This is an optimization exercise on Yosys and OpenROAD, whose aim is small area, a short achievable clock period and few clock cycles per item, not a production implementation. The RTL was checked by simulation tests, not by an equivalence proof against the original design. Power and IR drop assume default switching activity.

==> flow/design.v (excerpt) <==
module tilt_orientation_qualifier_core
(
    input  logic                   clk,
    input  logic                   rst_n,
    input  logic                   s_tvalid,
    output logic                   s_tready,
    input  logic [IN_TDATA_W-1:0]  s_tdata,    
    input  logic                   s_tuser,    
    output logic                   m_tvalid,
    input  logic                   m_tready,
    output logic [OUT_TDATA_W-1:0] m_tdata,    
    output logic                   m_tuser,    
    input  logic                   psel,
    input  logic                   penable,
    input  logic                   pwrite,
    input  logic [3:0]             paddr,
    input  logic [31:0]            pwdata,
    output logic [31:0]            prdata,
    output logic                   pready
);
    localparam int QD = 4;    
    tlt_pkg::tlt_cfg_t cfg_reg;
    logic [1:0]        rd_sel_reg;
    logic                    v0_reg;
    logic [TIME_W-1:0]       now0_reg;
    logic                    ok0_reg;
    logic [SAMPLE_WIDTH-2:0] pu0_reg;
    logic                    ps0_reg;
    logic [SAMPLE_WIDTH-2:0] nqu0_reg;
    logic                    nqs0_reg;
    logic                    sx0_reg;
    logic                    sy0_reg;
    logic                    ybig0_reg;
    logic                    zero0_reg;
    logic                    v1_reg;
    logic                    ok1_reg;
    logic [MT_NG-1:0]        grp_g1_reg;
    logic [MT_NG-1:0]        grp_p1_reg;
    logic                    top_x1_reg;
    tlt_pkg::tlt_class_t     cls0_1_reg;
    tlt_pkg::tlt_class_t     cls1_1_reg;
    logic [QD-1:0]           qv_reg;
    logic [3*QD-1:0]         qd_reg;    
    logic [QD:0]             qv_up;
    logic [3*QD+2:0]         qd_up;
  ...
For scale: about 1700 cells after synthesis, roughly 150 I/O pins.
export LEC_CHECK = 0
export CAP_MARGIN = 20
export CORE_MARGIN = 2
export CORE_UTILIZATION = 40
export CTS_CLUSTER_DIAMETER = 80
export CTS_CLUSTER_SIZE = 20
export SLEW_MARGIN = 20
export SYNTH_HIERARCHICAL = 1
create_clock -name core_clock -period 10.5 [get_ports {clk}]
standard.sh (not shown) runs the stock make flow with config.mk's settings and CLKGATE_MAP_FILE= SYNTH_SCRIPT=/design/flow/synth_recipe.tcl, a recipe that flattens the netlist after the stock synthesis.
==> flow/flow/run.sh <==
#!/bin/bash
# Standard layout, with plain buf_1 port buffers and timing repair aimed 6.4 ns
# below the clock period.
set -euo pipefail
bash standard.sh SETUP_SLACK_MARGIN=6.4 'BUFFER_PORTS_ARGS=-buffer_cell sky130_fd_sc_hd__buf_1' finish > standard_flow.log 2>&1
Testbench counts at the start, summed over its fixed seeds: cycles 16,024, items 16,000.
Change:
CORE_UTILIZATION = 75   (was 40)
CTS_CLUSTER_DIAMETER = not set   (was 80)
CTS_CLUSTER_SIZE = not set   (was 20)
PLACE_DENSITY = 0.8   (was not set)
The new run ran to the end with no violations.
Sequential power stays flat.
Hold slack is better by 13 ps.
Global-route usage is higher by 15 points.
Clock-buffer cell count rose by 19.
First-iteration DRC count is higher by 12%.
Routed wire length went down by 1.4%.
Sequential cell count does not change.
Total power increases by 2.6%.
Design area is about the same.
Core utilization climbs by 39 points.
Clock skew is about the same.
Change:
CORE_UTILIZATION = 40   (was 75)
CTS_CLUSTER_DIAMETER = 100   (was not set)
CTS_CLUSTER_SIZE = 30   (was not set)
PLACE_DENSITY = not set   (was 0.8)
The new run passed the timing, DRC and antenna checks.
Critical path depth is lower by 10.
Clock-buffer cell count went down by 27.
Worst setup slack barely changes.
Change:
CORE_UTILIZATION = 65   (was 40)
CTS_CLUSTER_DIAMETER = 80   (was 100)
CTS_CLUSTER_SIZE = 20   (was 30)
What happened:
- The new run completed with no timing, DRC or antenna violations
- design area is lower slightly
- non-clock buffer count is lower by 2
- clock-buffer cell count is higher by 11
- die area is lower by well over a third

* * *

== v1 ==
tilt_orientation_qualifier_core, a different RTL version from the one above (not shown whole).
For scale: ~280 flip-flops, about 150 I/O pins.
## tilt_orientation_qualifier_core
module tilt_orientation_qualifier_core
(
    input  logic                   clk,
    input  logic                   rst_n,
    input  logic                   s_tvalid,
    output logic                   s_tready,
    input  logic [IN_TDATA_W-1:0]  s_tdata,    
    input  logic                   s_tuser,    
    output logic                   m_tvalid,
    input  logic                   m_tready,
    output logic [OUT_TDATA_W-1:0] m_tdata,    
    output logic                   m_tuser,    
    input  logic                   psel,
    input  logic                   penable,
    input  logic                   pwrite,
    input  logic [3:0]             paddr,
    input  logic [31:0]            pwdata,
    output logic [31:0]            prdata,
    output logic                   pready
);
    localparam int QD = 4;    
    tlt_pkg::tlt_cfg_t cfg_reg;
    logic [15:0]       rd_reg;
    logic                    v0_reg;
    logic [TIME_W-1:0]       now0_reg;
    logic                    ok0_reg;
    logic [SAMPLE_WIDTH-2:0] pu0_reg;
    logic                    ps0_reg;
  ...
==> flow/config.mk <==
export PLATFORM = sky130hd
export DESIGN_NAME = tilt_orientation_qualifier_core
export DESIGN_NICKNAME = tilt_orientation_qualifier_core
export VERILOG_FILES = /design/flow/design.v
export SDC_FILE = /design/flow/constraint.sdc
export NUM_CORES = 4
export LEC_CHECK = 0
export CAP_MARGIN = 20
export CORE_MARGIN = 2
export CORE_UTILIZATION = 40
export SLEW_MARGIN = 20
==> flow/constraint.sdc <==
create_clock -name core_clock -period 10.5 [get_ports {clk}]
set_input_delay 2.1000 -clock core_clock [delete_from_list [all_inputs] [get_ports {clk}]]
set_output_delay 2.1000 -clock core_clock [all_outputs]
set_load 0.01 [all_outputs]
==> flow/flow/run.sh <==
#!/bin/bash
# Standard layout, with timing repair aimed 6 ns below the clock period.
set -euo pipefail
bash standard.sh SETUP_SLACK_MARGIN=6 finish > standard_flow.log 2>&1
Every stage of the flow completed for v1, and the final layout passed the timing, DRC and antenna checks.
Testbench counts of v1, summed over its fixed seeds: cycles 16,024, items 16,000.
What v9 does differently from v1 at the input level:
- SETUP_SLACK_MARGIN: unset -> 5
==> flow/run.sh (new file) <==
#!/bin/bash
# synth_recipe.tcl (not shown) runs the flow's synth.tcl, then flattens the netlist and writes it again
# the make line also repeats each setting of config.mk as NAME=value (left out here)
make -C /OpenROAD-flow-scripts/flow DESIGN_CONFIG=/design/flow/config.mk WORK_HOME=/design/flow/orfs CLKGATE_MAP_FILE= SYNTH_SCRIPT=/design/flow/synth_recipe.tcl finish
removed: flow/flow/run.sh
removed: flow/standard.sh
==> comparison <==
In summary, v9 completed successfully, with a layout that passed the timing, DRC and antenna checks. Re total detailed-routing wirelength: v1 was higher than v9. For routability congestion estimate, v9 and v1 come out practically identical. v9 — cell count of the worst reg-to-reg path 2 lower, v1 as reference. Diff v1 -> v9 | worst-margin pin slew | decrease of 0.0048 ns. Sort v1 and v9 by total internal power asc -> top: v9.
Modified inputs, v21 compared to v9
- removing SETUP_SLACK_MARGIN (formerly 5)
==> flow/flow/run.sh (new file) <==
#!/bin/bash
# Standard layout, with timing repair aimed 7 ns below the clock period.
set -euo pipefail
bash standard.sh SETUP_SLACK_MARGIN=7 finish > standard_flow.log 2>&1
==> flow/standard.sh (new file) <==
#!/bin/bash
# synth_recipe.tcl (not shown) runs the flow's synth.tcl, then flattens the netlist and writes it again
# the make line also repeats each setting of config.mk as NAME=value (left out here)
make -C /OpenROAD-flow-scripts/flow DESIGN_CONFIG=/design/flow/config.mk WORK_HOME=/design/flow/orfs CLKGATE_MAP_FILE= SYNTH_SCRIPT=/design/flow/synth_recipe.tcl "${@:-finish}"
removed: flow/run.sh
--- outcome ---
- The higher maximum frequency from static timing analysis came out of v21.
- Relative to v9, final critical-path share of the clock period has decreased by 9.2 points in v21.
- Looking at beginning of the critical path, the s_tdata[63] result is from v9; the cfg_reg[38]$_DFFE_PN1P_ one comes from v21.
- Looking at mean number of vias per cell, v21 sits above v9.
- Critical path capture point = grp_g1_reg[4]$_DFF_P_: v21; critical path capture point = pu0_reg[14]$_DFF_P_: v9
- Compared with v9, v21 shows global-route usage higher by 1.6 points.
- Post-synthesis to final-layout area growth: v21 vs v9 up 8.4 points
- Against v9, number of nets at the end of the flow in v21 rose by a few percent.

==> separate check: timing with driven ports <==
The flow's constraints put no driver on any port. The routed layouts listed below were extracted and timed again, unchanged, in two steps.
Step 1, drivers: a clkbuf_16 drives clk and a buf_2 each remaining input, both assumed.
Step 2 also shifts input and output timing later by t, the mid clock arrival at the registers, as if the neighbouring blocks saw the same clock.
Three values: no drivers, after step 1, after step 2; two values: the first two.
run | t, ns | slack for setup (ns) | clock arrival spread, ns | worst data-port slew with drivers (ns)
the first run of note 1 | 0.556 | 6.424 / 6.420 / 5.931 | 0.018 / 0.018 | 0.10
the second run of note 1 | 0.573 | 6.392 / 6.392 / 5.952 | 0.021 / 0.021 | 0.07
the third run of note 1 | 0.556 | 6.393 / 6.338 / 5.927 | 0.032 / 0.032 | 0.10
the fourth run of note 1 | 0.556 | 6.453 / 6.448 / 5.925 | 0.024 / 0.024 | 0.10
v1 | 0.583 | 6.072 / 6.072 / 5.549 | 0.032 / 0.031 | 0.08
v9 | 0.613 | 5.307 / 5.335 / 4.722 | 0.010 / 0.010 | 0.07
v21 | 0.615 | 6.278 / 6.278 / 5.771 | 0.015 / 0.015 | 0.06
After both steps setup and hold are still met in every run listed. For v9, which loses most, drivers alone change the setup slack by +0.028 ns; drivers and shift together by -0.585 ns.
